This is an optimization exercise on Yosys and OpenROAD, whose aim is small area and a short achievable clock period, not a production implementation. In this exercise RTL edits were held to simulation tests only and were not proved equivalent to the original. Power figures rest on the tool's default switching activity, not on a simulated workload.

==> flow/design.v <==
package la_isa_pkg;
   localparam int xlen = 32;
   localparam int reg_idx_w = 5;
   localparam int bru_op_w = 4;
   typedef enum logic [bru_op_w-1:0] {
      op_eqz,
      op_nez,
      op_eq,
      op_ne,
      op_lt,
      op_ge,
      op_ltu,
      op_geu,
      op_jr,
      op_bl
   } bru_op_e;
endpackage
package bru_pipe_pkg;
   localparam int xlen      = 32;
   localparam int reg_idx_w = 5;
   localparam int bru_op_w  = 4;
   localparam int num_lanes = 4;
   localparam int lane_idx_w = $clog2(num_lanes);
   typedef struct packed {
      logic                 valid;
      logic [bru_op_w-1:0]  op;
      logic [xlen-1:0]      a;
      logic [xlen-1:0]      b;
      logic [xlen-1:0]      pc;
      logic [xlen-1:0]      offset;
      logic [reg_idx_w-1:0] rd;
   } bru_uop_t;
   typedef struct packed {
      logic                 valid;
      logic                 taken;
      logic [xlen-1:0]      target;
      logic [xlen-1:0]      link_pc;
      logic                 link_wen;
      logic [reg_idx_w-1:0] rd;
   } bru_res_t;
   typedef struct packed {
      logic                 wen;
      logic [reg_idx_w-1:0] rd;
      logic [xlen-1:0]      data;
   } link_wb_t;
   typedef struct packed {
      logic                  valid;
      logic [lane_idx_w-1:0] lane;
      logic [xlen-1:0]       pc;
   } redirect_t;
   localparam int uop_w      = 1 + bru_op_w + 4*xlen + reg_idx_w;
   localparam int res_w      = 1 + 1 + 2*xlen + 1 + reg_idx_w;
   localparam int link_wb_w  = 1 + reg_idx_w + xlen;
   localparam int redirect_w = 1 + lane_idx_w + xlen;
endpackage
module bru_issue_stage (
   input  logic                                                clk,
   input  logic                                                rst_n,
   input  logic [bru_pipe_pkg::num_lanes*bru_pipe_pkg::uop_w-1:0] issue,
   output logic                                                s_found,
   output logic                                                s_link,
   output logic                                                s_jr,
   output logic [bru_pipe_pkg::lane_idx_w-1:0]                 s_lane,
   output logic [bru_pipe_pkg::xlen-1:0]                       s_a,
   output logic [bru_pipe_pkg::xlen-3:0]                       s_pc,
   output logic [bru_pipe_pkg::xlen-1:0]                       s_offset,
   output logic [bru_pipe_pkg::reg_idx_w-1:0]                  s_rd
);
   localparam int num_lanes = bru_pipe_pkg::num_lanes;
   localparam int xlen      = bru_pipe_pkg::xlen;
   localparam int reg_idx_w = bru_pipe_pkg::reg_idx_w;
   logic [num_lanes-1:0] taken;
   logic [num_lanes-1:0] is_link;
   logic [num_lanes-1:0] is_jr;
   logic [num_lanes-1:0] first;
   logic [num_lanes-1:0][xlen-1:0]      u_a;
   logic [num_lanes-1:0][xlen-3:0]      u_pc;
   logic [num_lanes-1:0][xlen-1:0]      u_offset;
   logic [num_lanes-1:0][reg_idx_w-1:0] u_rd;
   for (genvar i = 0; i < num_lanes; i++) begin : g_lane
      bru_pipe_pkg::bru_uop_t uop;
      assign uop         = issue[i*bru_pipe_pkg::uop_w +: bru_pipe_pkg::uop_w];
      assign u_a[i]      = uop.a;
      assign u_pc[i]     = uop.pc[xlen-1:2];
      assign u_offset[i] = uop.offset;
      assign u_rd[i]     = uop.rd;
      branch_unit branch_unit_i (
         .uop     (uop),
         .taken   (taken[i]),
         .is_link (is_link[i]),
         .is_jr   (is_jr[i])
      );
   end
   assign first[0] = taken[0];
   assign first[1] = taken[1] & ~taken[0];
   assign first[2] = taken[2] & ~|taken[1:0];
   assign first[3] = taken[3] & ~|taken[2:0];
   logic                  found_d;
   logic                  link_d;
   logic                  jr_d;
   logic [1:0]            lane_d;
   logic [xlen-1:0]       a_d;
   logic [xlen-3:0]       pc_d;
   logic [xlen-1:0]       offset_d;
   logic [reg_idx_w-1:0]  rd_d;
   assign found_d = |taken;
   assign lane_d  = {first[2] | first[3], first[1] | first[3]};
   always_comb begin
      link_d   = 1'b0;
      jr_d     = 1'b0;
      a_d      = '0;
      pc_d     = '0;
      offset_d = '0;
      rd_d     = '0;
      for (int i = 0; i < num_lanes; i++) begin
         link_d   = link_d   | (first[i] & is_link[i]);
         jr_d     = jr_d     | (first[i] & is_jr[i]);
         a_d      = a_d      | ({xlen{first[i]}} & u_a[i]);
         pc_d     = pc_d     | ({(xlen-2){first[i]}} & u_pc[i]);
         offset_d = offset_d | ({xlen{first[i]}} & u_offset[i]);
         rd_d     = rd_d     | ({reg_idx_w{first[i]}} & u_rd[i]);
      end
   end
   always_ff @(posedge clk) begin
      s_found  <= rst_n & found_d;
      s_link   <= rst_n & link_d;
      s_jr     <= jr_d;
      s_lane   <= lane_d;
      s_a      <= a_d;
      s_pc     <= pc_d;
      s_offset <= offset_d;
      s_rd     <= rd_d;
   end
endmodule
module branch_unit (
   input  bru_pipe_pkg::bru_uop_t uop,
   output logic                   taken,
   output logic                   is_link,
   output logic                   is_jr
);
   localparam int xlen = bru_pipe_pkg::xlen;
   logic cond_eqz;
   logic cond_eq;
   logic cond_lt;
   logic sgn;
   logic base;
   logic [xlen-1:0] lt_l0;
   logic [xlen-1:0] eq_l0;
   logic [15:0]     lt_l1;
   logic [15:0]     eq_l1;
   logic [7:0]      lt_l2;
   logic [7:0]      eq_l2;
   logic [3:0]      lt_l3;
   logic [3:0]      eq_l3;
   logic [1:0]      lt_l4;
   logic [1:0]      eq_l4;
   assign cond_eqz = ~|uop.a;
   assign sgn   = ~uop.op[1];
   assign lt_l0 = {~(uop.a[xlen-1] ^ sgn) & (uop.b[xlen-1] ^ sgn), ~uop.a[xlen-2:0] & uop.b[xlen-2:0]};
   assign eq_l0 = ~(uop.a ^ uop.b);
   always_comb begin
      for (int j = 0; j < 16; j++) begin
         lt_l1[j] = lt_l0[2*j+1] | (eq_l0[2*j+1] & lt_l0[2*j]);
         eq_l1[j] = eq_l0[2*j+1] & eq_l0[2*j];
      end
      for (int j = 0; j < 8; j++) begin
         lt_l2[j] = lt_l1[2*j+1] | (eq_l1[2*j+1] & lt_l1[2*j]);
         eq_l2[j] = eq_l1[2*j+1] & eq_l1[2*j];
      end
      for (int j = 0; j < 4; j++) begin
         lt_l3[j] = lt_l2[2*j+1] | (eq_l2[2*j+1] & lt_l2[2*j]);
         eq_l3[j] = eq_l2[2*j+1] & eq_l2[2*j];
      end
      for (int j = 0; j < 2; j++) begin
         lt_l4[j] = lt_l3[2*j+1] | (eq_l3[2*j+1] & lt_l3[2*j]);
         eq_l4[j] = eq_l3[2*j+1] & eq_l3[2*j];
      end
   end
   assign cond_lt = lt_l4[1] | (eq_l4[1] & lt_l4[0]);
   assign cond_eq = eq_l4[1] & eq_l4[0];
   assign base    = uop.op[2] ? cond_lt : (uop.op[1] ? cond_eq : cond_eqz);
   assign taken   = uop.valid & (uop.op[3] | (uop.op[0] ^ base));
   assign is_link = uop.op[3:1] == 3'b100;
   assign is_jr   = uop.op == 4'b1000;
endmodule
module bru_redirect_select (
   input  logic                                                    clk,
   input  logic                                                    rst_n,
   input  logic                                                    s_found,
   input  logic                                                    s_link,
   input  logic                                                    s_jr,
   input  logic [bru_pipe_pkg::lane_idx_w-1:0]                     s_lane,
   input  logic [bru_pipe_pkg::xlen-1:0]                           s_a,
   input  logic [bru_pipe_pkg::xlen-3:0]                           s_pc,
   input  logic [bru_pipe_pkg::xlen-1:0]                           s_offset,
   input  logic [bru_pipe_pkg::reg_idx_w-1:0]                      s_rd,
   output logic [bru_pipe_pkg::redirect_w-1:0]                        redirect,
   output logic [bru_pipe_pkg::num_lanes*bru_pipe_pkg::link_wb_w-1:0] link_wb
);
   localparam int num_lanes = bru_pipe_pkg::num_lanes;
   localparam int xlen      = bru_pipe_pkg::xlen;
   localparam int link_wb_w = bru_pipe_pkg::link_wb_w;
   logic [xlen-1:0] base;
   logic [xlen-1:0] target;
   logic [xlen-3:0] link_pc;
   logic            red_en;
   logic            link_en;
   assign base    = s_jr ? s_a : {s_pc, 2'b00};
   assign target  = base + s_offset;
   logic [xlen-3:0] all_set;
   always_comb begin
      all_set = s_pc;
      for (int l = 0; l < 5; l++) begin
         for (int i = (2 << l) - 1; i < xlen-2; i += (2 << l)) begin
            all_set[i] = all_set[i] & all_set[i - (1 << l)];
         end
      end
      for (int l = 3; l >= 0; l--) begin
         for (int i = (3 << l) - 1; i < xlen-2; i += (2 << l)) begin
            all_set[i] = all_set[i] & all_set[i - (1 << l)];
         end
      end
   end
   assign link_pc = s_pc ^ {all_set[xlen-4:0], 1'b1};
   assign red_en  = rst_n & s_found;
   assign link_en = rst_n & s_link;
   always_ff @(posedge clk) begin
      redirect <= red_en ? {1'b1, s_lane, target} : '0;
      for (int i = 0; i < num_lanes; i++) begin
         link_wb[i*link_wb_w +: link_wb_w] <= (link_en && s_lane == i)
                                              ? {1'b1, s_rd, link_pc, 2'b00} : '0;
      end
   end
endmodule
module bru_cluster (
   input  logic                                                    clk,
   input  logic                                                    rst_n,
   input  logic [bru_pipe_pkg::num_lanes*bru_pipe_pkg::uop_w-1:0]     issue,
   output logic [bru_pipe_pkg::redirect_w-1:0]                        redirect,
   output logic [bru_pipe_pkg::num_lanes*bru_pipe_pkg::link_wb_w-1:0] link_wb
);
   logic                                   s_found;
   logic                                   s_link;
   logic                                   s_jr;
   logic [bru_pipe_pkg::lane_idx_w-1:0]    s_lane;
   logic [bru_pipe_pkg::xlen-1:0]          s_a;
   logic [bru_pipe_pkg::xlen-3:0]          s_pc;
   logic [bru_pipe_pkg::xlen-1:0]          s_offset;
   logic [bru_pipe_pkg::reg_idx_w-1:0]     s_rd;
   bru_issue_stage bru_issue_stage_i (
      .clk      (clk),
      .rst_n    (rst_n),
      .issue    (issue),
      .s_found  (s_found),
      .s_link   (s_link),
      .s_jr     (s_jr),
      .s_lane   (s_lane),
      .s_a      (s_a),
      .s_pc     (s_pc),
      .s_offset (s_offset),
      .s_rd     (s_rd)
   );
   bru_redirect_select bru_redirect_select_i (
      .clk      (clk),
      .rst_n    (rst_n),
      .s_found  (s_found),
      .s_link   (s_link),
      .s_jr     (s_jr),
      .s_lane   (s_lane),
      .s_a      (s_a),
      .s_pc     (s_pc),
      .s_offset (s_offset),
      .s_rd     (s_rd),
      .redirect (redirect),
      .link_wb  (link_wb)
   );
endmodule
export LEC_CHECK = 0
export ABC_AREA = 1
export CAP_MARGIN = 20
export CORE_AREA = 5 5 251 251
export DIE_AREA = 0 0 256 256
export SETUP_SLACK_MARGIN = 2.0
export SLEW_MARGIN = 20
create_clock -name core_clock -period 5.0 [get_ports {clk}]
standard.sh (not shown) runs the stock make flow with config.mk's settings and CLKGATE_MAP_FILE= SYNTH_SCRIPT=/design/flow/synth_recipe.tcl, a recipe that flattens the netlist after the stock synthesis.
==> flow/flow/run.sh <==
#!/bin/bash
# Standard layout, with the port buffers made from the smallest buffer cell
# instead of the resizer's default pick; every tool's output goes to a log here.
bash standard.sh 'BUFFER_PORTS_ARGS=-buffer_cell sky130_fd_sc_hd__buf_1' finish > standard_run.log 2>&1
The starting point ran to the end with no violations.
Change:
--- a/flow/design.v
+++ b/flow/design.v
@@ -205,25 +205,11 @@
    logic [xlen-3:0] link_pc;
    logic            red_en;
    logic            link_en;
    assign base    = s_jr ? s_a : {s_pc, 2'b00};
    assign target  = base + s_offset;
-   logic [xlen-3:0] all_set;
-   always_comb begin
-      all_set = s_pc;
-      for (int l = 0; l < 5; l++) begin
-         for (int i = (2 << l) - 1; i < xlen-2; i += (2 << l)) begin
-            all_set[i] = all_set[i] & all_set[i - (1 << l)];
-         end
-      end
-      for (int l = 3; l >= 0; l--) begin
-         for (int i = (3 << l) - 1; i < xlen-2; i += (2 << l)) begin
-            all_set[i] = all_set[i] & all_set[i - (1 << l)];
-         end
-      end
-   end
-   assign link_pc = s_pc ^ {all_set[xlen-4:0], 1'b1};
+   assign link_pc = s_pc + (xlen-2)'(1);
    assign red_en  = rst_n & s_found;
    assign link_en = rst_n & s_link;
    always_ff @(posedge clk) begin
       redirect <= red_en ? {1'b1, s_lane, target} : '0;
       for (int i = 0; i < num_lanes; i++) begin
What happened: Die area stays the same; total power came out higher by 1.4%; setup slack gets better by 0.015 ns; final area went down by 0.80%; fmax grows by 0.50%; combinational power barely changes; sequential power hardly moves.

[afterwards: timing with drivers on the ports]
Ports are ideal in the flow. The routed layouts listed here were re-timed in OpenROAD. Step 1 assumes that a clkbuf_16 drives the clock port and a buf_2 every other input. Step 2 adds t to the input delays and takes it off the output delays; t is the mean of the earliest and latest rising clock arrival at the registers after step 1. Input paths then give back, and output paths get back, about the clock's delay inside the block. Three values: ideal, step 1, step 2; two values: the first two.
run | t (ns) | slack for setup (ns) | worst setup path at the end | pins driven straight from the clock port
the first run | 0.617 | 2.004 / 2.033 / 1.417 | input to register | 1
the second run | 0.631 | 2.019 / 2.051 / 1.421 | input to register | 1
After both steps setup and hold are still met in every run listed. The setup slack of the second run, which loses most, moves by +0.032 ns with the drivers and by -0.598 ns with both steps.
